Context: an optimization exercise on an open-source flow, tuned for small area and a short achievable clock period. The choices shown serve that exercise and are no tape-out recipe.
No functional check of the RTL was part of this run.
Power and IR drop assume default switching activity.

==> design.v <==
package neuron_pe_pkg;
	typedef logic signed [32-1:0] pe_word_t;
	typedef logic [$clog2(16)-1:0] wgt_idx_t;
	typedef logic [$clog2(8)-1:0]  in_idx_t;
	typedef logic [$clog2(4)-1:0] out_idx_t;
	typedef logic [2-1:0] pe_cnt_t;
	typedef enum logic [2:0] {
		op_idle    = 3'd0,
		op_load    = 3'd1,
		op_ma      = 3'd2,
		op_mab     = 3'd3,
		op_nop     = 3'd4,
		op_bias    = 3'd5,
		op_act     = 3'd6,
		op_act_clr = 3'd7
	} pe_op_t;
	typedef struct packed {
		pe_op_t op;
		pe_op_t held;
		logic   issue;
		logic   commit;
	} pe_step_t;
endpackage
module op_sequencer
(
	input  logic     clock,
	input  logic     reset,
	input  neuron_pe_pkg::pe_op_t   ctrl,
	output neuron_pe_pkg::pe_step_t step,
	output neuron_pe_pkg::pe_cnt_t  cnt
);
	logic    timed;
	assign timed = !(ctrl == neuron_pe_pkg::op_load || ctrl == neuron_pe_pkg::op_nop);
	always_ff @(posedge clock)
	begin
		if (reset || !timed)
			cnt <= '0;
		else
			cnt <= cnt + neuron_pe_pkg::pe_cnt_t'(1);
	end
	always_ff @(posedge clock)
	begin
		if (step.issue)
			step.held <= ctrl;
	end
	assign step.op     = ctrl;
	assign step.issue  = timed && (cnt == '0);
	assign step.commit = (cnt == neuron_pe_pkg::pe_cnt_t'(3)) && !reset;
endmodule
module weight_store
(
	input  logic     clock,
	input  logic     reset,
	input  neuron_pe_pkg::pe_op_t   ctrl,
	input  neuron_pe_pkg::pe_word_t data_in,
	input  neuron_pe_pkg::pe_step_t step,
	input  neuron_pe_pkg::pe_cnt_t  cnt,
	output logic [7:0] wsel
);
	neuron_pe_pkg::pe_word_t mem [16];
	neuron_pe_pkg::wgt_idx_t wr_ptr;
	neuron_pe_pkg::wgt_idx_t wr_ptr_nxt;
	logic [16-1:0] rd_hot;
	logic     full;
	logic     load_en;
	logic     is_mult;
	logic     adv;
	neuron_pe_pkg::pe_word_t cur;
	assign load_en = (ctrl == neuron_pe_pkg::op_load) && !full;
	assign is_mult = (step.op == neuron_pe_pkg::op_ma || step.op == neuron_pe_pkg::op_mab || step.op == neuron_pe_pkg::op_bias);
	assign adv     = step.commit && (step.held == neuron_pe_pkg::op_ma || step.held == neuron_pe_pkg::op_mab || step.held == neuron_pe_pkg::op_bias);
	assign wr_ptr_nxt = wr_ptr + neuron_pe_pkg::wgt_idx_t'(1);
	always_ff @(posedge clock)
	begin
		if (reset)
		begin
			wr_ptr <= '0;
			rd_hot <= 16'(1);
			full   <= 1'b0;
		end
		else
		begin
			if (load_en)
			begin
				wr_ptr <= wr_ptr_nxt;
				if (rd_hot[wr_ptr_nxt])
					full <= 1'b1;
			end
			if (adv)
			begin
				rd_hot <= {rd_hot[16-2:0], rd_hot[16-1]};
			end
		end
	end
	always_ff @(posedge clock)
	begin
		if (load_en)
			mem[wr_ptr] <= data_in;
	end
	always_comb
	begin
		cur = '0;
		for (int i = 0; i < 16; i++)
			cur = cur | (mem[i] & {32{rd_hot[i]}});
	end
	always_ff @(posedge clock)
	begin
		if (reset || !is_mult)
			wsel <= '0;
		else
			for (int r = 0; r < 8; r++)
				wsel[r] <= cur[4*r + cnt];
	end
endmodule
module input_buffer
(
	input  logic     clock,
	input  logic     reset,
	input  neuron_pe_pkg::pe_word_t mul_a,
	input  neuron_pe_pkg::pe_step_t step,
	output neuron_pe_pkg::pe_word_t replay
);
	typedef logic [8-1:0] hot_t;
	neuron_pe_pkg::pe_word_t mem [8];
	neuron_pe_pkg::in_idx_t wr_ptr;
	neuron_pe_pkg::in_idx_t wr_ptr_nxt;
	hot_t    wr_dec;
	hot_t    rd_hot;
	neuron_pe_pkg::in_idx_t start_ptr;
	hot_t    start_dec;
	logic    full;
	logic    rec_en;
	always_ff @(posedge clock)
	begin
		rec_en <= step.issue && (step.op == neuron_pe_pkg::op_ma) && !full;
	end
	assign wr_ptr_nxt = wr_ptr + neuron_pe_pkg::in_idx_t'(1);
	assign wr_dec     = hot_t'(1) << wr_ptr;
	assign start_dec  = hot_t'(1) << start_ptr;
	always_ff @(posedge clock)
	begin
		if (reset)
		begin
			wr_ptr    <= '0;
			rd_hot    <= hot_t'(1);
			start_ptr <= '0;
			full      <= 1'b0;
		end
		else if (step.commit)
		begin
			case (step.held)
				neuron_pe_pkg::op_ma:
				begin
					if (!full)
					begin
						wr_ptr <= wr_ptr_nxt;
						if (rd_hot[wr_ptr_nxt])
							full <= 1'b1;
					end
				end
				neuron_pe_pkg::op_mab:
					rd_hot <= {rd_hot[8-2:0], rd_hot[8-1]};
				neuron_pe_pkg::op_act:
					rd_hot <= start_dec;
				neuron_pe_pkg::op_act_clr:
				begin
					rd_hot    <= wr_dec;
					start_ptr <= wr_ptr;
					full      <= 1'b0;
				end
				default:
				begin
				end
			endcase
		end
	end
	always_ff @(posedge clock)
	begin
		for (int i = 0; i < 8; i++)
			if (rec_en && wr_ptr == i)
				mem[i] <= mul_a;
	end
	always_comb
	begin
		replay = '0;
		for (int i = 0; i < 8; i++)
			replay = replay | (mem[i] & {32{rd_hot[i]}});
	end
endmodule
module mac_unit
(
	input  logic     clock,
	input  logic     reset,
	input  neuron_pe_pkg::pe_word_t data_in,
	input  logic [7:0] wsel,
	input  neuron_pe_pkg::pe_word_t replay,
	input  neuron_pe_pkg::pe_step_t step,
	output neuron_pe_pkg::pe_word_t acc,
	output neuron_pe_pkg::pe_word_t opnd
);
	typedef logic [31:0] w32_t;
	w32_t mul_a;
	w32_t acc_s;
	w32_t acc_c;
	logic is_act;
	assign is_act = (step.held == neuron_pe_pkg::op_act || step.held == neuron_pe_pkg::op_act_clr);
	always_ff @(posedge clock)
	begin
		if (step.issue)
		begin
			case (step.op)
				neuron_pe_pkg::op_ma:   mul_a <= data_in;
				neuron_pe_pkg::op_mab:  mul_a <= replay;
				neuron_pe_pkg::op_bias: mul_a <= 32'd1;
				default:                mul_a <= '0;
			endcase
		end
		else
			mul_a <= {mul_a[30:0], 1'b0};
	end
	w32_t pp [8];
	w32_t nxt_s;
	w32_t nxt_c;
	genvar j;
	generate
		for (j = 0; j < 8; j++)
		begin : g_pp
			assign pp[j] = mul_a & {32{wsel[j]}};
		end
	endgenerate
	logic t1;
	logic t2;
	logic t3;
	logic t4;
	logic t5;
	logic t6;
	logic t7;
	logic t8;
	logic t9;
	logic t10;
	logic t11;
	logic t12;
	logic t13;
	logic t14;
	logic t15;
	logic t16;
	logic t17;
	logic t18;
	logic t19;
	logic t20;
	logic t21;
	logic t22;
	logic t23;
	logic t24;
	logic t25;
	logic t26;
	logic t27;
	logic t28;
	logic t29;
	logic t30;
	logic t31;
	logic t32;
	logic t33;
	logic t34;
	logic t35;
	logic t36;
	logic t37;
	logic t38;
	logic t39;
	logic t40;
	logic t41;
	logic t42;
	logic t43;
	logic t44;
	logic t45;
	logic t46;
	logic t47;
	logic t48;
	logic t49;
	logic t50;
	logic t51;
	logic t52;
	logic t53;
	logic t54;
	logic t55;
	logic t56;
	logic t57;
	logic t58;
	logic t59;
	logic t60;
	logic t61;
	logic t62;
	logic t63;
	logic t64;
	logic t65;
	logic t66;
	logic t67;
	logic t68;
	logic t69;
	logic t70;
	logic t71;
	logic t72;
	logic t73;
	logic t74;
	logic t75;
	logic t76;
	logic t77;
	logic t78;
	logic t79;
	logic t80;
	logic t81;
	logic t82;
	logic t83;
	logic t84;
	logic t85;
	logic t86;
	logic t87;
	logic t88;
	logic t89;
	logic t90;
	logic t91;
	logic t92;
	logic t93;
	logic t94;
	logic t95;
	logic t96;
	logic t97;
	logic t98;
	logic t99;
	logic t100;
	logic t101;
	logic t102;
	logic t103;
	logic t104;
	logic t105;
	logic t106;
	logic t107;
	logic t108;
	logic t109;
	logic t110;
	logic t111;
	logic t112;
	logic t113;
	logic t114;
	logic t115;
	logic t116;
	logic t117;
	logic t118;
	logic t119;
	logic t120;
	logic t121;
	logic t122;
	logic t123;
	logic t124;
	logic t125;
	logic t126;
	logic t127;
	logic t128;
	logic t129;
	logic t130;
	logic t131;
	logic t132;
	logic t133;
	logic t134;
	logic t135;
	logic t136;
	logic t137;
	logic t138;
	logic t139;
	logic t140;
	logic t141;
	logic t142;
	logic t143;
	logic t144;
	logic t145;
	logic t146;
	logic t147;
	logic t148;
	logic t149;
	logic t150;
	logic t151;
	logic t152;
	logic t153;
	logic t154;
	logic t155;
	logic t156;
	logic t157;
	logic t158;
	logic t159;
	logic t160;
	logic t161;
	logic t162;
	logic t163;
	logic t164;
	logic t165;
	logic t166;
	logic t167;
	logic t168;
	logic t169;
	logic t170;
	logic t171;
	logic t172;
	logic t173;
	logic t174;
	logic t175;
	logic t176;
	logic t177;
	logic t178;
	logic t179;
	logic t180;
	logic t181;
	logic t182;
	logic t183;
	logic t184;
	logic t185;
	logic t186;
	logic t187;
	logic t188;
	logic t189;
	logic t190;
	logic t191;
	logic t192;
	logic t193;
	logic t194;
	logic t195;
	logic t196;
	logic t197;
	logic t198;
	logic t199;
	logic t200;
	logic t201;
	logic t202;
	logic t203;
	logic t204;
	logic t205;
	logic t206;
	logic t207;
	logic t208;
	logic t209;
	logic t210;
	logic t211;
	logic t212;
	logic t213;
	logic t214;
	logic t215;
	logic t216;
	logic t217;
	logic t218;
	logic t219;
	logic t220;
	logic t221;
	logic t222;
	logic t223;
	logic t224;
	logic t225;
	logic t226;
	logic t227;
	logic t228;
	logic t229;
	logic t230;
	logic t231;
	logic t232;
	logic t233;
	logic t234;
	logic t235;
	logic t236;
	logic t237;
	logic t238;
	logic t239;
	logic t240;
	logic t241;
	logic t242;
	logic t243;
	logic t244;
	logic t245;
	logic t246;
	logic t247;
	logic t248;
	logic t249;
	logic t250;
	logic t251;
	logic t252;
	logic t253;
	logic t254;
	logic t255;
	logic t256;
	logic t257;
	logic t258;
	logic t259;
	logic t260;
	logic t261;
	logic t262;
	logic t263;
	logic t264;
	logic t265;
	logic t266;
	logic t267;
	logic t268;
	logic t269;
	logic t270;
	logic t271;
	logic t272;
	logic t273;
	logic t274;
	logic t275;
	logic t276;
	logic t277;
	logic t278;
	logic t279;
	logic t280;
	assign t1 = acc_s[28] ^ acc_c[28];
	assign t2 = acc_s[28] & acc_c[28];
	assign t3 = acc_s[29] ^ acc_c[29] ^ pp[0][29];
	assign t4 = (acc_s[29] & acc_c[29]) | (acc_s[29] & pp[0][29]) | (acc_c[29] & pp[0][29]);
	assign t5 = acc_s[30] ^ acc_c[30] ^ pp[0][30];
	assign t6 = (acc_s[30] & acc_c[30]) | (acc_s[30] & pp[0][30]) | (acc_c[30] & pp[0][30]);
	assign t7 = acc_s[31] ^ acc_c[31] ^ pp[0][31];
	assign t8 = acc_s[16] ^ acc_c[16];
	assign t9 = acc_s[16] & acc_c[16];
	assign t10 = acc_s[17] ^ acc_c[17] ^ pp[0][17];
	assign t11 = (acc_s[17] & acc_c[17]) | (acc_s[17] & pp[0][17]) | (acc_c[17] & pp[0][17]);
	assign t12 = acc_s[18] ^ acc_c[18] ^ pp[0][18];
	assign t13 = (acc_s[18] & acc_c[18]) | (acc_s[18] & pp[0][18]) | (acc_c[18] & pp[0][18]);
	assign t14 = acc_s[19] ^ acc_c[19] ^ pp[0][19];
	assign t15 = (acc_s[19] & acc_c[19]) | (acc_s[19] & pp[0][19]) | (acc_c[19] & pp[0][19]);
	assign t16 = acc_s[20] ^ acc_c[20] ^ pp[0][20];
	assign t17 = (acc_s[20] & acc_c[20]) | (acc_s[20] & pp[0][20]) | (acc_c[20] & pp[0][20]);
	assign t18 = pp[1][16] ^ pp[2][12];
	assign t19 = pp[1][16] & pp[2][12];
	assign t20 = acc_s[21] ^ acc_c[21] ^ pp[0][21];
	assign t21 = (acc_s[21] & acc_c[21]) | (acc_s[21] & pp[0][21]) | (acc_c[21] & pp[0][21]);
	assign t22 = pp[1][17] ^ pp[2][13] ^ pp[3][9];
	assign t23 = (pp[1][17] & pp[2][13]) | (pp[1][17] & pp[3][9]) | (pp[2][13] & pp[3][9]);
	assign t24 = acc_s[22] ^ acc_c[22] ^ pp[0][22];
	assign t25 = (acc_s[22] & acc_c[22]) | (acc_s[22] & pp[0][22]) | (acc_c[22] & pp[0][22]);
	assign t26 = pp[1][18] ^ pp[2][14] ^ pp[3][10];
	assign t27 = (pp[1][18] & pp[2][14]) | (pp[1][18] & pp[3][10]) | (pp[2][14] & pp[3][10]);
	assign t28 = acc_s[23] ^ acc_c[23] ^ pp[0][23];
	assign t29 = (acc_s[23] & acc_c[23]) | (acc_s[23] & pp[0][23]) | (acc_c[23] & pp[0][23]);
	assign t30 = pp[1][19] ^ pp[2][15] ^ pp[3][11];
	assign t31 = (pp[1][19] & pp[2][15]) | (pp[1][19] & pp[3][11]) | (pp[2][15] & pp[3][11]);
	assign t32 = acc_s[24] ^ acc_c[24] ^ pp[0][24];
	assign t33 = (acc_s[24] & acc_c[24]) | (acc_s[24] & pp[0][24]) | (acc_c[24] & pp[0][24]);
	assign t34 = pp[1][20] ^ pp[2][16] ^ pp[3][12];
	assign t35 = (pp[1][20] & pp[2][16]) | (pp[1][20] & pp[3][12]) | (pp[2][16] & pp[3][12]);
	assign t36 = pp[4][8] ^ pp[5][4];
	assign t37 = pp[4][8] & pp[5][4];
	assign t38 = acc_s[25] ^ acc_c[25] ^ pp[0][25];
	assign t39 = (acc_s[25] & acc_c[25]) | (acc_s[25] & pp[0][25]) | (acc_c[25] & pp[0][25]);
	assign t40 = pp[1][21] ^ pp[2][17] ^ pp[3][13];
	assign t41 = (pp[1][21] & pp[2][17]) | (pp[1][21] & pp[3][13]) | (pp[2][17] & pp[3][13]);
	assign t42 = pp[4][9] ^ pp[5][5] ^ pp[6][1];
	assign t43 = (pp[4][9] & pp[5][5]) | (pp[4][9] & pp[6][1]) | (pp[5][5] & pp[6][1]);
	assign t44 = acc_s[26] ^ acc_c[26] ^ pp[0][26];
	assign t45 = (acc_s[26] & acc_c[26]) | (acc_s[26] & pp[0][26]) | (acc_c[26] & pp[0][26]);
	assign t46 = pp[1][22] ^ pp[2][18] ^ pp[3][14];
	assign t47 = (pp[1][22] & pp[2][18]) | (pp[1][22] & pp[3][14]) | (pp[2][18] & pp[3][14]);
	assign t48 = pp[4][10] ^ pp[5][6] ^ pp[6][2];
	assign t49 = (pp[4][10] & pp[5][6]) | (pp[4][10] & pp[6][2]) | (pp[5][6] & pp[6][2]);
	assign t50 = acc_s[27] ^ acc_c[27] ^ pp[0][27];
	assign t51 = (acc_s[27] & acc_c[27]) | (acc_s[27] & pp[0][27]) | (acc_c[27] & pp[0][27]);
	assign t52 = pp[1][23] ^ pp[2][19] ^ pp[3][15];
	assign t53 = (pp[1][23] & pp[2][19]) | (pp[1][23] & pp[3][15]) | (pp[2][19] & pp[3][15]);
	assign t54 = pp[4][11] ^ pp[5][7] ^ pp[6][3];
	assign t55 = (pp[4][11] & pp[5][7]) | (pp[4][11] & pp[6][3]) | (pp[5][7] & pp[6][3]);
	assign t56 = pp[0][28] ^ pp[1][24] ^ pp[2][20];
	assign t57 = (pp[0][28] & pp[1][24]) | (pp[0][28] & pp[2][20]) | (pp[1][24] & pp[2][20]);
	assign t58 = pp[3][16] ^ pp[4][12] ^ pp[5][8];
	assign t59 = (pp[3][16] & pp[4][12]) | (pp[3][16] & pp[5][8]) | (pp[4][12] & pp[5][8]);
	assign t60 = pp[6][4] ^ pp[7][0] ^ t1;
	assign t61 = (pp[6][4] & pp[7][0]) | (pp[6][4] & t1) | (pp[7][0] & t1);
	assign t62 = pp[1][25] ^ pp[2][21] ^ pp[3][17];
	assign t63 = (pp[1][25] & pp[2][21]) | (pp[1][25] & pp[3][17]) | (pp[2][21] & pp[3][17]);
	assign t64 = pp[4][13] ^ pp[5][9] ^ pp[6][5];
	assign t65 = (pp[4][13] & pp[5][9]) | (pp[4][13] & pp[6][5]) | (pp[5][9] & pp[6][5]);
	assign t66 = pp[7][1] ^ t3 ^ t2;
	assign t67 = (pp[7][1] & t3) | (pp[7][1] & t2) | (t3 & t2);
	assign t68 = pp[1][26] ^ pp[2][22] ^ pp[3][18];
	assign t69 = (pp[1][26] & pp[2][22]) | (pp[1][26] & pp[3][18]) | (pp[2][22] & pp[3][18]);
	assign t70 = pp[4][14] ^ pp[5][10] ^ pp[6][6];
	assign t71 = (pp[4][14] & pp[5][10]) | (pp[4][14] & pp[6][6]) | (pp[5][10] & pp[6][6]);
	assign t72 = pp[7][2] ^ t5 ^ t4;
	assign t73 = (pp[7][2] & t5) | (pp[7][2] & t4) | (t5 & t4);
	assign t74 = pp[1][27] ^ pp[2][23] ^ pp[3][19];
	assign t75 = pp[4][15] ^ pp[5][11] ^ pp[6][7];
	assign t76 = pp[7][3] ^ t7 ^ t6;
	assign t77 = acc_s[8] ^ acc_c[8];
	assign t78 = acc_s[8] & acc_c[8];
	assign t79 = acc_s[9] ^ acc_c[9] ^ pp[0][9];
	assign t80 = (acc_s[9] & acc_c[9]) | (acc_s[9] & pp[0][9]) | (acc_c[9] & pp[0][9]);
	assign t81 = acc_s[10] ^ acc_c[10] ^ pp[0][10];
	assign t82 = (acc_s[10] & acc_c[10]) | (acc_s[10] & pp[0][10]) | (acc_c[10] & pp[0][10]);
	assign t83 = acc_s[11] ^ acc_c[11] ^ pp[0][11];
	assign t84 = (acc_s[11] & acc_c[11]) | (acc_s[11] & pp[0][11]) | (acc_c[11] & pp[0][11]);
	assign t85 = acc_s[12] ^ acc_c[12] ^ pp[0][12];
	assign t86 = (acc_s[12] & acc_c[12]) | (acc_s[12] & pp[0][12]) | (acc_c[12] & pp[0][12]);
	assign t87 = pp[1][8] ^ pp[2][4];
	assign t88 = pp[1][8] & pp[2][4];
	assign t89 = acc_s[13] ^ acc_c[13] ^ pp[0][13];
	assign t90 = (acc_s[13] & acc_c[13]) | (acc_s[13] & pp[0][13]) | (acc_c[13] & pp[0][13]);
	assign t91 = pp[1][9] ^ pp[2][5] ^ pp[3][1];
	assign t92 = (pp[1][9] & pp[2][5]) | (pp[1][9] & pp[3][1]) | (pp[2][5] & pp[3][1]);
	assign t93 = acc_s[14] ^ acc_c[14] ^ pp[0][14];
	assign t94 = (acc_s[14] & acc_c[14]) | (acc_s[14] & pp[0][14]) | (acc_c[14] & pp[0][14]);
	assign t95 = pp[1][10] ^ pp[2][6] ^ pp[3][2];
	assign t96 = (pp[1][10] & pp[2][6]) | (pp[1][10] & pp[3][2]) | (pp[2][6] & pp[3][2]);
	assign t97 = acc_s[15] ^ acc_c[15] ^ pp[0][15];
	assign t98 = (acc_s[15] & acc_c[15]) | (acc_s[15] & pp[0][15]) | (acc_c[15] & pp[0][15]);
	assign t99 = pp[1][11] ^ pp[2][7] ^ pp[3][3];
	assign t100 = (pp[1][11] & pp[2][7]) | (pp[1][11] & pp[3][3]) | (pp[2][7] & pp[3][3]);
	assign t101 = pp[0][16] ^ pp[1][12] ^ pp[2][8];
	assign t102 = (pp[0][16] & pp[1][12]) | (pp[0][16] & pp[2][8]) | (pp[1][12] & pp[2][8]);
	assign t103 = pp[3][4] ^ pp[4][0] ^ t8;
	assign t104 = (pp[3][4] & pp[4][0]) | (pp[3][4] & t8) | (pp[4][0] & t8);
	assign t105 = pp[1][13] ^ pp[2][9] ^ pp[3][5];
	assign t106 = (pp[1][13] & pp[2][9]) | (pp[1][13] & pp[3][5]) | (pp[2][9] & pp[3][5]);
	assign t107 = pp[4][1] ^ t10 ^ t9;
	assign t108 = (pp[4][1] & t10) | (pp[4][1] & t9) | (t10 & t9);
	assign t109 = pp[1][14] ^ pp[2][10] ^ pp[3][6];
	assign t110 = (pp[1][14] & pp[2][10]) | (pp[1][14] & pp[3][6]) | (pp[2][10] & pp[3][6]);
	assign t111 = pp[4][2] ^ t12 ^ t11;
	assign t112 = (pp[4][2] & t12) | (pp[4][2] & t11) | (t12 & t11);
	assign t113 = pp[1][15] ^ pp[2][11] ^ pp[3][7];
	assign t114 = (pp[1][15] & pp[2][11]) | (pp[1][15] & pp[3][7]) | (pp[2][11] & pp[3][7]);
	assign t115 = pp[4][3] ^ t14 ^ t13;
	assign t116 = (pp[4][3] & t14) | (pp[4][3] & t13) | (t14 & t13);
	assign t117 = pp[3][8] ^ pp[4][4] ^ pp[5][0];
	assign t118 = (pp[3][8] & pp[4][4]) | (pp[3][8] & pp[5][0]) | (pp[4][4] & pp[5][0]);
	assign t119 = t16 ^ t18 ^ t15;
	assign t120 = (t16 & t18) | (t16 & t15) | (t18 & t15);
	assign t121 = pp[4][5] ^ pp[5][1] ^ t20;
	assign t122 = (pp[4][5] & pp[5][1]) | (pp[4][5] & t20) | (pp[5][1] & t20);
	assign t123 = t22 ^ t17 ^ t19;
	assign t124 = (t22 & t17) | (t22 & t19) | (t17 & t19);
	assign t125 = pp[4][6] ^ pp[5][2] ^ t24;
	assign t126 = (pp[4][6] & pp[5][2]) | (pp[4][6] & t24) | (pp[5][2] & t24);
	assign t127 = t26 ^ t21 ^ t23;
	assign t128 = (t26 & t21) | (t26 & t23) | (t21 & t23);
	assign t129 = pp[4][7] ^ pp[5][3] ^ t28;
	assign t130 = (pp[4][7] & pp[5][3]) | (pp[4][7] & t28) | (pp[5][3] & t28);
	assign t131 = t30 ^ t25 ^ t27;
	assign t132 = (t30 & t25) | (t30 & t27) | (t25 & t27);
	assign t133 = pp[6][0] ^ t32 ^ t34;
	assign t134 = (pp[6][0] & t32) | (pp[6][0] & t34) | (t32 & t34);
	assign t135 = t36 ^ t29 ^ t31;
	assign t136 = (t36 & t29) | (t36 & t31) | (t29 & t31);
	assign t137 = t38 ^ t40 ^ t42;
	assign t138 = (t38 & t40) | (t38 & t42) | (t40 & t42);
	assign t139 = t33 ^ t35 ^ t37;
	assign t140 = (t33 & t35) | (t33 & t37) | (t35 & t37);
	assign t141 = t44 ^ t46 ^ t48;
	assign t142 = (t44 & t46) | (t44 & t48) | (t46 & t48);
	assign t143 = t39 ^ t41 ^ t43;
	assign t144 = (t39 & t41) | (t39 & t43) | (t41 & t43);
	assign t145 = t50 ^ t52 ^ t54;
	assign t146 = (t50 & t52) | (t50 & t54) | (t52 & t54);
	assign t147 = t45 ^ t47 ^ t49;
	assign t148 = (t45 & t47) | (t45 & t49) | (t47 & t49);
	assign t149 = t56 ^ t58 ^ t60;
	assign t150 = (t56 & t58) | (t56 & t60) | (t58 & t60);
	assign t151 = t51 ^ t53 ^ t55;
	assign t152 = (t51 & t53) | (t51 & t55) | (t53 & t55);
	assign t153 = t62 ^ t64 ^ t66;
	assign t154 = (t62 & t64) | (t62 & t66) | (t64 & t66);
	assign t155 = t57 ^ t59 ^ t61;
	assign t156 = (t57 & t59) | (t57 & t61) | (t59 & t61);
	assign t157 = t68 ^ t70 ^ t72;
	assign t158 = (t68 & t70) | (t68 & t72) | (t70 & t72);
	assign t159 = t63 ^ t65 ^ t67;
	assign t160 = (t63 & t65) | (t63 & t67) | (t65 & t67);
	assign t161 = t74 ^ t75 ^ t76;
	assign t162 = t69 ^ t71 ^ t73;
	assign t163 = acc_s[4] ^ acc_c[4];
	assign t164 = acc_s[4] & acc_c[4];
	assign t165 = acc_s[5] ^ acc_c[5] ^ pp[0][5];
	assign t166 = (acc_s[5] & acc_c[5]) | (acc_s[5] & pp[0][5]) | (acc_c[5] & pp[0][5]);
	assign t167 = acc_s[6] ^ acc_c[6] ^ pp[0][6];
	assign t168 = (acc_s[6] & acc_c[6]) | (acc_s[6] & pp[0][6]) | (acc_c[6] & pp[0][6]);
	assign t169 = acc_s[7] ^ acc_c[7] ^ pp[0][7];
	assign t170 = (acc_s[7] & acc_c[7]) | (acc_s[7] & pp[0][7]) | (acc_c[7] & pp[0][7]);
	assign t171 = pp[0][8] ^ pp[1][4] ^ pp[2][0];
	assign t172 = (pp[0][8] & pp[1][4]) | (pp[0][8] & pp[2][0]) | (pp[1][4] & pp[2][0]);
	assign t173 = pp[1][5] ^ pp[2][1] ^ t79;
	assign t174 = (pp[1][5] & pp[2][1]) | (pp[1][5] & t79) | (pp[2][1] & t79);
	assign t175 = pp[1][6] ^ pp[2][2] ^ t81;
	assign t176 = (pp[1][6] & pp[2][2]) | (pp[1][6] & t81) | (pp[2][2] & t81);
	assign t177 = pp[1][7] ^ pp[2][3] ^ t83;
	assign t178 = (pp[1][7] & pp[2][3]) | (pp[1][7] & t83) | (pp[2][3] & t83);
	assign t179 = pp[3][0] ^ t85 ^ t87;
	assign t180 = (pp[3][0] & t85) | (pp[3][0] & t87) | (t85 & t87);
	assign t181 = t89 ^ t91 ^ t86;
	assign t182 = (t89 & t91) | (t89 & t86) | (t91 & t86);
	assign t183 = t93 ^ t95 ^ t90;
	assign t184 = (t93 & t95) | (t93 & t90) | (t95 & t90);
	assign t185 = t97 ^ t99 ^ t94;
	assign t186 = (t97 & t99) | (t97 & t94) | (t99 & t94);
	assign t187 = t101 ^ t103 ^ t98;
	assign t188 = (t101 & t103) | (t101 & t98) | (t103 & t98);
	assign t189 = t105 ^ t107 ^ t102;
	assign t190 = (t105 & t107) | (t105 & t102) | (t107 & t102);
	assign t191 = t109 ^ t111 ^ t106;
	assign t192 = (t109 & t111) | (t109 & t106) | (t111 & t106);
	assign t193 = t113 ^ t115 ^ t110;
	assign t194 = (t113 & t115) | (t113 & t110) | (t115 & t110);
	assign t195 = t117 ^ t119 ^ t114;
	assign t196 = (t117 & t119) | (t117 & t114) | (t119 & t114);
	assign t197 = t121 ^ t123 ^ t118;
	assign t198 = (t121 & t123) | (t121 & t118) | (t123 & t118);
	assign t199 = t125 ^ t127 ^ t122;
	assign t200 = (t125 & t127) | (t125 & t122) | (t127 & t122);
	assign t201 = t129 ^ t131 ^ t126;
	assign t202 = (t129 & t131) | (t129 & t126) | (t131 & t126);
	assign t203 = t133 ^ t135 ^ t130;
	assign t204 = (t133 & t135) | (t133 & t130) | (t135 & t130);
	assign t205 = t137 ^ t139 ^ t134;
	assign t206 = (t137 & t139) | (t137 & t134) | (t139 & t134);
	assign t207 = t141 ^ t143 ^ t138;
	assign t208 = (t141 & t143) | (t141 & t138) | (t143 & t138);
	assign t209 = t145 ^ t147 ^ t142;
	assign t210 = (t145 & t147) | (t145 & t142) | (t147 & t142);
	assign t211 = t149 ^ t151 ^ t146;
	assign t212 = (t149 & t151) | (t149 & t146) | (t151 & t146);
	assign t213 = t153 ^ t155 ^ t150;
	assign t214 = (t153 & t155) | (t153 & t150) | (t155 & t150);
	assign t215 = t157 ^ t159 ^ t154;
	assign t216 = (t157 & t159) | (t157 & t154) | (t159 & t154);
	assign t217 = t161 ^ t162 ^ t158;
	assign t218 = acc_s[0] ^ acc_c[0];
	assign t219 = acc_s[0] & acc_c[0];
	assign t220 = acc_s[1] ^ acc_c[1] ^ pp[0][1];
	assign t221 = (acc_s[1] & acc_c[1]) | (acc_s[1] & pp[0][1]) | (acc_c[1] & pp[0][1]);
	assign t222 = acc_s[2] ^ acc_c[2] ^ pp[0][2];
	assign t223 = (acc_s[2] & acc_c[2]) | (acc_s[2] & pp[0][2]) | (acc_c[2] & pp[0][2]);
	assign t224 = acc_s[3] ^ acc_c[3] ^ pp[0][3];
	assign t225 = (acc_s[3] & acc_c[3]) | (acc_s[3] & pp[0][3]) | (acc_c[3] & pp[0][3]);
	assign t226 = pp[0][4] ^ pp[1][0] ^ t163;
	assign t227 = (pp[0][4] & pp[1][0]) | (pp[0][4] & t163) | (pp[1][0] & t163);
	assign t228 = pp[1][1] ^ t165 ^ t164;
	assign t229 = (pp[1][1] & t165) | (pp[1][1] & t164) | (t165 & t164);
	assign t230 = pp[1][2] ^ t167 ^ t166;
	assign t231 = (pp[1][2] & t167) | (pp[1][2] & t166) | (t167 & t166);
	assign t232 = pp[1][3] ^ t169 ^ t168;
	assign t233 = (pp[1][3] & t169) | (pp[1][3] & t168) | (t169 & t168);
	assign t234 = t77 ^ t171 ^ t170;
	assign t235 = (t77 & t171) | (t77 & t170) | (t171 & t170);
	assign t236 = t78 ^ t173 ^ t172;
	assign t237 = (t78 & t173) | (t78 & t172) | (t173 & t172);
	assign t238 = t80 ^ t175 ^ t174;
	assign t239 = (t80 & t175) | (t80 & t174) | (t175 & t174);
	assign t240 = t82 ^ t177 ^ t176;
	assign t241 = (t82 & t177) | (t82 & t176) | (t177 & t176);
	assign t242 = t84 ^ t179 ^ t178;
	assign t243 = (t84 & t179) | (t84 & t178) | (t179 & t178);
	assign t244 = t88 ^ t181 ^ t180;
	assign t245 = (t88 & t181) | (t88 & t180) | (t181 & t180);
	assign t246 = t92 ^ t183 ^ t182;
	assign t247 = (t92 & t183) | (t92 & t182) | (t183 & t182);
	assign t248 = t96 ^ t185 ^ t184;
	assign t249 = (t96 & t185) | (t96 & t184) | (t185 & t184);
	assign t250 = t100 ^ t187 ^ t186;
	assign t251 = (t100 & t187) | (t100 & t186) | (t187 & t186);
	assign t252 = t104 ^ t189 ^ t188;
	assign t253 = (t104 & t189) | (t104 & t188) | (t189 & t188);
	assign t254 = t108 ^ t191 ^ t190;
	assign t255 = (t108 & t191) | (t108 & t190) | (t191 & t190);
	assign t256 = t112 ^ t193 ^ t192;
	assign t257 = (t112 & t193) | (t112 & t192) | (t193 & t192);
	assign t258 = t116 ^ t195 ^ t194;
	assign t259 = (t116 & t195) | (t116 & t194) | (t195 & t194);
	assign t260 = t120 ^ t197 ^ t196;
	assign t261 = (t120 & t197) | (t120 & t196) | (t197 & t196);
	assign t262 = t124 ^ t199 ^ t198;
	assign t263 = (t124 & t199) | (t124 & t198) | (t199 & t198);
	assign t264 = t128 ^ t201 ^ t200;
	assign t265 = (t128 & t201) | (t128 & t200) | (t201 & t200);
	assign t266 = t132 ^ t203 ^ t202;
	assign t267 = (t132 & t203) | (t132 & t202) | (t203 & t202);
	assign t268 = t136 ^ t205 ^ t204;
	assign t269 = (t136 & t205) | (t136 & t204) | (t205 & t204);
	assign t270 = t140 ^ t207 ^ t206;
	assign t271 = (t140 & t207) | (t140 & t206) | (t207 & t206);
	assign t272 = t144 ^ t209 ^ t208;
	assign t273 = (t144 & t209) | (t144 & t208) | (t209 & t208);
	assign t274 = t148 ^ t211 ^ t210;
	assign t275 = (t148 & t211) | (t148 & t210) | (t211 & t210);
	assign t276 = t152 ^ t213 ^ t212;
	assign t277 = (t152 & t213) | (t152 & t212) | (t213 & t212);
	assign t278 = t156 ^ t215 ^ t214;
	assign t279 = (t156 & t215) | (t156 & t214) | (t215 & t214);
	assign t280 = t160 ^ t217 ^ t216;
	assign nxt_s[0] = pp[0][0];
	assign nxt_c[0] = t218;
	assign nxt_s[1] = t220;
	assign nxt_c[1] = t219;
	assign nxt_s[2] = t222;
	assign nxt_c[2] = t221;
	assign nxt_s[3] = t224;
	assign nxt_c[3] = t223;
	assign nxt_s[4] = t226;
	assign nxt_c[4] = t225;
	assign nxt_s[5] = t228;
	assign nxt_c[5] = t227;
	assign nxt_s[6] = t230;
	assign nxt_c[6] = t229;
	assign nxt_s[7] = t232;
	assign nxt_c[7] = t231;
	assign nxt_s[8] = t234;
	assign nxt_c[8] = t233;
	assign nxt_s[9] = t236;
	assign nxt_c[9] = t235;
	assign nxt_s[10] = t238;
	assign nxt_c[10] = t237;
	assign nxt_s[11] = t240;
	assign nxt_c[11] = t239;
	assign nxt_s[12] = t242;
	assign nxt_c[12] = t241;
	assign nxt_s[13] = t244;
	assign nxt_c[13] = t243;
	assign nxt_s[14] = t246;
	assign nxt_c[14] = t245;
	assign nxt_s[15] = t248;
	assign nxt_c[15] = t247;
	assign nxt_s[16] = t250;
	assign nxt_c[16] = t249;
	assign nxt_s[17] = t252;
	assign nxt_c[17] = t251;
	assign nxt_s[18] = t254;
	assign nxt_c[18] = t253;
	assign nxt_s[19] = t256;
	assign nxt_c[19] = t255;
	assign nxt_s[20] = t258;
	assign nxt_c[20] = t257;
	assign nxt_s[21] = t260;
	assign nxt_c[21] = t259;
	assign nxt_s[22] = t262;
	assign nxt_c[22] = t261;
	assign nxt_s[23] = t264;
	assign nxt_c[23] = t263;
	assign nxt_s[24] = t266;
	assign nxt_c[24] = t265;
	assign nxt_s[25] = t268;
	assign nxt_c[25] = t267;
	assign nxt_s[26] = t270;
	assign nxt_c[26] = t269;
	assign nxt_s[27] = t272;
	assign nxt_c[27] = t271;
	assign nxt_s[28] = t274;
	assign nxt_c[28] = t273;
	assign nxt_s[29] = t276;
	assign nxt_c[29] = t275;
	assign nxt_s[30] = t278;
	assign nxt_c[30] = t277;
	assign nxt_s[31] = t280;
	assign nxt_c[31] = t279;
	always_ff @(posedge clock)
	begin
		if (reset || (step.commit && is_act))
		begin
			acc_s <= '0;
			acc_c <= '0;
		end
		else
		begin
			acc_s <= nxt_s;
			acc_c <= nxt_c;
		end
	end
	logic [31:0] bk_g [6];
	logic [31:0] bk_p [6];
	logic [31:0] bk_c;
	always_comb
	begin
		bk_g[0] = acc_s & acc_c;
		bk_p[0] = acc_s ^ acc_c;
		for (int l = 1; l <= 5; l++)
		begin
			bk_g[l] = bk_g[l-1];
			bk_p[l] = bk_p[l-1];
			for (int i = 0; i < 32; i++)
				if ((i % (1 << l)) == (1 << l) - 1)
				begin
					bk_g[l][i] = bk_g[l-1][i] | (bk_p[l-1][i] & bk_g[l-1][i - (1 << (l-1))]);
					bk_p[l][i] = bk_p[l-1][i] & bk_p[l-1][i - (1 << (l-1))];
				end
		end
		bk_c = bk_g[5];
		for (int l = 4; l >= 1; l--)
			for (int i = 0; i < 32; i++)
				if ((i % (1 << l)) == (1 << (l-1)) - 1 && i >= (1 << l))
					bk_c[i] = bk_g[l-1][i] | (bk_p[l-1][i] & bk_c[i - (1 << (l-1))]);
		for (int i = 2; i < 32; i += 2)
			bk_c[i] = bk_g[0][i] | (bk_p[0][i] & bk_c[i-1]);
	end
	assign acc = bk_p[0] ^ {bk_c[30:0], 1'b0};
	assign opnd = mul_a;
endmodule
module output_buffer
(
	input  logic     clock,
	input  logic     reset,
	input  neuron_pe_pkg::pe_step_t step,
	input  logic     output_ctrl,
	input  neuron_pe_pkg::pe_word_t acc,
	output neuron_pe_pkg::pe_word_t data_out
);
	neuron_pe_pkg::pe_word_t mem [4];
	neuron_pe_pkg::out_idx_t wr_ptr;
	neuron_pe_pkg::out_idx_t wr_ptr_nxt;
	logic [4-1:0] rd_hot;
	logic     full;
	logic     push;
	logic     pop;
	assign push = step.commit && (step.held == neuron_pe_pkg::op_act || step.held == neuron_pe_pkg::op_act_clr) && !full;
	assign pop  = step.commit && (step.held == neuron_pe_pkg::op_idle) && output_ctrl;
	assign wr_ptr_nxt = wr_ptr + neuron_pe_pkg::out_idx_t'(1);
	always_ff @(posedge clock)
	begin
		if (reset)
		begin
			wr_ptr <= '0;
			rd_hot <= 4'(1);
			full   <= 1'b0;
		end
		else
		begin
			if (push)
			begin
				wr_ptr <= wr_ptr_nxt;
				if (rd_hot[wr_ptr_nxt])
					full <= 1'b1;
			end
			if (pop)
				rd_hot <= {rd_hot[4-2:0], rd_hot[4-1]};
		end
	end
	always_ff @(posedge clock)
	begin
		if (push)
			mem[wr_ptr] <= acc;
	end
	always_comb
	begin
		data_out = '0;
		for (int i = 0; i < 4; i++)
			data_out = data_out | (mem[i] & {32{rd_hot[i]}});
	end
endmodule
module neuron_pe
(
	input  logic     clock,
	input  logic     reset,
	input  logic [2:0]  ctrl,
	input  logic        output_ctrl,
	input  logic [31:0] data_in,
	output logic [31:0] data_out,
	output logic     data_out_valid
);
	neuron_pe_pkg::pe_op_t   ctrl_op;
	neuron_pe_pkg::pe_step_t step;
	neuron_pe_pkg::pe_cnt_t  cnt;
	logic [7:0]              wsel;
	neuron_pe_pkg::pe_word_t replay;
	neuron_pe_pkg::pe_word_t acc;
	neuron_pe_pkg::pe_word_t opnd;
	assign ctrl_op = neuron_pe_pkg::pe_op_t'(ctrl);
	assign data_out_valid = output_ctrl && (ctrl_op == neuron_pe_pkg::op_idle);
	op_sequencer i_op_sequencer (
		.clock (clock),
		.reset (reset),
		.ctrl  (ctrl_op),
		.step  (step),
		.cnt   (cnt)
	);
	weight_store i_weight_store (
		.clock   (clock),
		.reset   (reset),
		.ctrl    (ctrl_op),
		.data_in (data_in),
		.step    (step),
		.cnt     (cnt),
		.wsel   (wsel)
	);
	input_buffer i_input_buffer (
		.clock   (clock),
		.reset   (reset),
		.mul_a   (opnd),
		.step    (step),
		.replay  (replay)
	);
	mac_unit i_mac_unit (
		.clock   (clock),
		.reset   (reset),
		.data_in (data_in),
		.wsel   (wsel),
		.replay  (replay),
		.step    (step),
		.acc     (acc),
		.opnd    (opnd)
	);
	output_buffer i_output_buffer (
		.clock       (clock),
		.reset       (reset),
		.step        (step),
		.output_ctrl (output_ctrl),
		.acc         (acc),
		.data_out    (data_out)
	);
endmodule
==> flow/run.sh <==
#!/bin/bash
# Layout flow: the standard layout (standard.sh, ORFS), with
# - the pins of the combinational input-to-output path placed next to each
#   other (flow/io_group.tcl, run just before ORFS places the pins);
# - plain buffers (buf_1) as the port buffers, which the resizer then sizes,
#   instead of the delay cells buffer_ports picks by default.
set -euo pipefail
here=$(pwd)
cts="-sink_clustering_enable -repair_clock_nets -sink_clustering_size 20 -sink_clustering_max_diameter 50 -buf_list sky130_fd_sc_hd__clkbuf_8 -dont_use_dummy_load"
bash standard.sh finish \
	PRE_IO_PLACEMENT_TCL="$here/flow/io_group.tcl" \
	CTS_ARGS="$cts" \
	BUFFER_PORTS_ARGS="-inputs -outputs -buffer_cell sky130_fd_sc_hd__buf_1" \
	> "$here/standard.log" 2>&1
==> flow/io_group.tcl <==
# The only input-to-output path, ctrl and output_ctrl to data_out_valid,
# is purely combinational; keep its five pins next to each other so that
# their port buffers and the gate between them sit together.
set_io_pin_constraint -group -order -pin_names {ctrl[0] ctrl[1] ctrl[2] output_ctrl data_out_valid}
==> standard.sh <==
#!/bin/bash
# synth_recipe.tcl (not shown) runs the flow's synth.tcl, then flattens the netlist and writes it again
# the make line also repeats each setting of config.mk as NAME=value (left out here)
make -C /OpenROAD-flow-scripts/flow DESIGN_CONFIG=/design/flow/config.mk WORK_HOME=/design/flow/orfs CLKGATE_MAP_FILE= SYNTH_SCRIPT=/design/flow/synth_recipe.tcl "${@:-finish}"
==> config.mk <==
export PLATFORM = sky130hd
export DESIGN_NAME = neuron_pe
export DESIGN_NICKNAME = neuron_pe
export VERILOG_FILES = /design/flow/design.v
export SDC_FILE = /design/flow/constraint.sdc
export NUM_CORES = 4
export LEC_CHECK = 0
export CAP_MARGIN = 20
export CORE_MARGIN = 2
export CORE_UTILIZATION = 40
export CTS_BUF_LIST = sky130_fd_sc_hd__clkbuf_8
export CTS_CLUSTER_DIAMETER = 50
export CTS_CLUSTER_SIZE = 20
export SETUP_SLACK_MARGIN = 4.5
export SLEW_MARGIN = 20
export TNS_END_PERCENT = 1
==> constraint.sdc <==
create_clock -name core_clock -period 8.0 [get_ports {clock}]
set_input_delay 1.6000 -clock core_clock [delete_from_list [all_inputs] [get_ports {clock}]]
set_output_delay 1.6000 -clock core_clock [all_outputs]
set_load 0.01 [all_outputs]
==> reports/metrics.csv <==
stage,metric,value,unit
power_and_ir_drop,pwr_density_cell,197,mW/mm^2
timing,rsz0062_at_grt,yes,
setup_path,start_kind,input pin,
logic_synthesis,ys_types,58,
timing,finClkSkew,0.163,ns
global_route,grt_pass1_vias,25925,
timing,setup_viol,0,
drt,wire_per_inst,26.9,um
logic_synthesis,syn_inst,2814,
power_and_ir_drop,ir_drop,155,uV
setup_path,cpMostUsedCell,buf_4,
clock_tree,cts_hold_buf,0,
drt,via_count,24922,
floorplan,start_util,40.2,%
logic_synthesis,synth_seq_area_share,70.0,%
floorplan,rows,120,
floorplan,core-area,0.107,sq mm
timing,finalMaxSlewViolations,0,
logic_synthesis,ys.flop_type,edfxtp_1,
global_route,overflow,0,
floorplan,ios,71,
drt,drcViolationCount,0,
logic_synthesis,syn_area,0.0429,sq mm
clock_tree,cts_buffer_depth,3,
drt,postRouteAntennaNets,0,
timing,final.setup.tns,0,ns
setup_path,end_kind,register,
timing,hold_viol_final,0,
setup_path,crit_required,8.46,ns
clock_tree,cts_inserted_buffers,99,
clock_tree,path_clk_slew,0.08,ns
logic_synthesis,yosys_warnings,12,
clock_tree,htree_num_levels,3,
global_route,grt_usage,20.9,%
drt,wl_met2,56300,um
place,hpwl,67000,um
global_route,grt_max_degree,57,
floorplan,die_y,331,um
place,gp_congestion,0.826,
clock_tree,cts.sinks,1049,
layout,final_util,43.5,%
timing,tightest_slew,1.15,ns
floorplan,die_area,0.110,sq mm
layout,area_growth,8.36,%
logic_synthesis,synth-seq-cells,1049,
worst_hold_path,hold_class,reg -> reg,
drt,first_pass_iters,6,
clock_tree,cts-root-buf,clkbuf_8,
layout,fin_nets,3121,
drt,finalWirelength,116000,um
clock_tree,cts_tree,done,
floorplan,die_w,331,um
run,maxCapViolations,0,
drt,met1_length,46900,um
logic_synthesis,synth_nets,3044,
logic_synthesis,synth.avg_cell_area,15.2,sq um
timing,period_share,46.3,%
global_route,grt_pass1_wl,170000,um
setup_path,worst-setup-path-type,in -> reg,
setup_path,cpPeakStageDelay,0.58,ns
layout,drive_above_1_share,9.10,%
drt,first_iter_violations,2800,
power_and_ir_drop,leakage,15.4,nW
setup_path,critical-path-slowest-cell,nor2_4,
timing,fmax,0.270,GHz
timing,slew_headroom,23.0,%
global_route,antenna_found_initial,8,
drt,wl_met3,8880,um
drt,top_layer_used,met4,
outcome,outcome,timing/DRC/antenna clean,
setup_path,cp_max_fo,11,
setup_path,path_cells,"buf_12, buf_4, nor3b_2, nor2b_2, nand2_1, nor2_4, buf_4",
logic_synthesis,synth-edff-count,899,
place,portBuffers,70,
timing,finalCriticalPeriod,3.70,ns
drt,via_per_inst,5.80,
setup_path,cp_data_arrival_time,4.16,ns
clock_tree,insertion_delay,0.81,ns
logic_synthesis,async_flop_share,0,%
==> layout by cell type (no fill, tap or decap), types with 5 or more instances in the layout <==
cell | synthesis | routed
xnor2_1 | 25 | 25
nand3_1 | 39 | 39
a21oi_1 | 66 | 66
fa_1 | 144 | 143
mux2i_1 | 23 | 23
a2111oi_0 | 9 | 8
a222oi_1 | 33 | 33
buf_4 | 1 | 66
nor2b_1 | 6 | 5
a22o_1 | 32 | 32
a31oi_1 | 40 | 40
mux4_2 | 7 | 7
edfxtp_1 | 899 | 899
and2_1 | 151 | 146
nand2b_1 | 6 | 6
a221oi_1 | 34 | 34
xor2_1 | 13 | 13
nor2_1 | 101 | 87
nand4_1 | 35 | 35
nor2_4 | 0 | 14
buf_1 | 5 | 57
clkbuf_8 | 0 | 99
nand3b_1 | 5 | 5
dfxtp_2 | 0 | 22
dfxtp_1 | 150 | 126
a211oi_1 | 6 | 6
nand2_1 | 163 | 161
a2111oi_1 | 4 | 5
inv_1 | 178 | 178
buf_6 | 4 | 6
a311oi_1 | 8 | 8
clkbuf_2 | 0 | 7
a22oi_1 | 326 | 326
o21ai_0 | 38 | 38
ha_1 | 48 | 48
==> worst max-delay path, delay by kind of cell <==
kind                   cells  cell delay [ns]
buffers and inverters      3             0.53
AND/OR/NAND/NOR            4             2.01
==> sequential cells by signal, summed over array words and instances (netlist names) <==
| signal | cells |
|---|---|
| i_op_sequencer.cnt | 2 |
| i_weight_store.mem | 512 |
| i_weight_store.rd_hot | 16 |
| i_mac_unit.mul_a | 32 |
| i_input_buffer.rd_hot | 8 |
| i_output_buffer.mem | 128 |
| i_input_buffer.full | 1 |
| i_input_buffer.start_ptr | 3 |
| i_op_sequencer.step | 3 |
| i_mac_unit.acc_c | 32 |
| i_weight_store.wsel | 8 |
| i_weight_store.wr_ptr | 4 |
| i_output_buffer.full | 1 |
| i_mac_unit.acc_s | 32 |
| i_input_buffer.rec_en | 1 |
| i_input_buffer.mem | 256 |
| i_output_buffer.rd_hot | 4 |
| i_output_buffer.wr_ptr | 2 |
| i_weight_store.full | 1 |
| i_input_buffer.wr_ptr | 3 |
==> layer usage <==
metal | GRT usage [%] | vias up
met4 | 6.24 | 0
met5 | 0 | -
li1 | - | 10679
met1 | 28.2 | 12974
met3 | 3.30 | 212
met2 | 35.1 | 1057
==> where the power goes <==
| group | total (W) | internal [W] | switching (W) |
|---|---|---|---|
| Combinational | 0.000350 | 0.0000957 | 0.000254 |
| Clock | 0.00275 | 0.00110 | 0.00165 |
| Sequential | 0.00604 | 0.00597 | 0.0000695 |
==> stage by stage <==
stage          setup WS, ns  instances  hold WS (ns)  instance area [sq um]  power, W
3_5_place_dp           2.78       4183         0.469                  44900   0.00650
2_1_floorplan          4.35       2814         0.424                  43000   0.00629
4_1_cts                4.29       4286         0.481                  46300   0.00919
3_3_place_gp           2.85       4181         0.463                  44800   0.00648
6_report               4.30       4296         0.479                  46500   0.00913
5_1_grt                4.25       4294         0.518                  46500   0.00942
==> worst paths after layout <==
path                            slack [ns]  depth (start not counted)                        to                  from
worst max-delay path                  4.30                          7  i_weight_store.mem[8][1]               ctrl[0]
worst min register to register        0.48                          1     i_input_buffer.rec_en   i_input_buffer.full
worst max register to register        4.38                          9      i_mac_unit.acc_s[21]  i_mac_unit.mul_a[17]
worst min-delay path                  0.48                          1     i_input_buffer.rec_en   i_input_buffer.full
==> final cells by class <==
type,instances,area [sq um]
timing repair buffer,146,970
multi-input combinational,1417,11700
inverter,178,668
fill,9390,60300
antenna,4,10.0
sequential,1049,30000
clock buffer,99,1360
tap,1403,1760
==> synth_stat cells (7+ instances only) <==
master	number	area share, %
a2111oi_0	9	0.18
fa_1	144	6.7
xor2_1	13	0.27
dfxtp_1	150	7.0
a31oi_1	40	0.58
nand4_1	35	0.51
a311oi_1	8	0.16
mux2i_1	23	0.54
a21oi_1	66	0.77
ha_1	48	1.4
and3_1	7	0.10
clkbuf_1	96	0.84
a221oi_1	34	0.69
a22oi_1	326	5.7
nor3_1	7	0.082
buf_2	65	0.76
edfxtp_1	899	63
nand2_1	163	1.4
xnor2_1	25	0.51
mux4_2	7	0.37
a22o_1	32	0.65
nor2_1	101	0.88
nand3_1	39	0.46
o21ai_0	38	0.44
inv_1	178	1.6
and2_1	151	2.2
a222oi_1	33	0.77
==> timing repair <==
item / in CTS / in global routing
endpoints found under the setup margin: 522 / 295
pin swaps: 4 / 5
cloned: 1 / 1
setup buffers: 3 / 1
resized for setup: 18 / 15
==> cells by family after synthesis <==
family	synth area share [%]
AO/OA/AOI/OAI	10.6
adder cells (fa/ha/maj)	8.13
AND/OR/NAND/NOR	6.19
XOR/XNOR	0.776
multiplexers	0.984
buffers and inverters	3.32
flip-flops	70.0

[re-timing with driven ports]
Ports are ideal in the flow. The routed layout listed here was re-timed in OpenROAD. Step 1 sets driving cells, clkbuf_16 on the clock port and buf_2 on the other inputs (assumed; they add their load-dependent delay and slew). Step 2 adds t to the input delays and takes it off the output delays; t is the mean of the earliest and latest rising clock arrival at the registers after step 1. Input paths then give back, and output paths get back, about the clock's delay inside the block. Slacks: no drivers / after step 1 / after step 2; pairs: no drivers / after step 1.
t (ns): 0.790
setup WS [ns]: 4.299 / 4.255 / 3.509
worst setup path after step 2: input to register
latest minus earliest clock arrival (ns): 0.164 / 0.164
slew at the worst register clock pin (ns): 0.12 / 0.12
After both steps this run still meets setup and hold. The setup slack of this run moves by -0.044 ns with the drivers and by -0.790 ns with both steps.
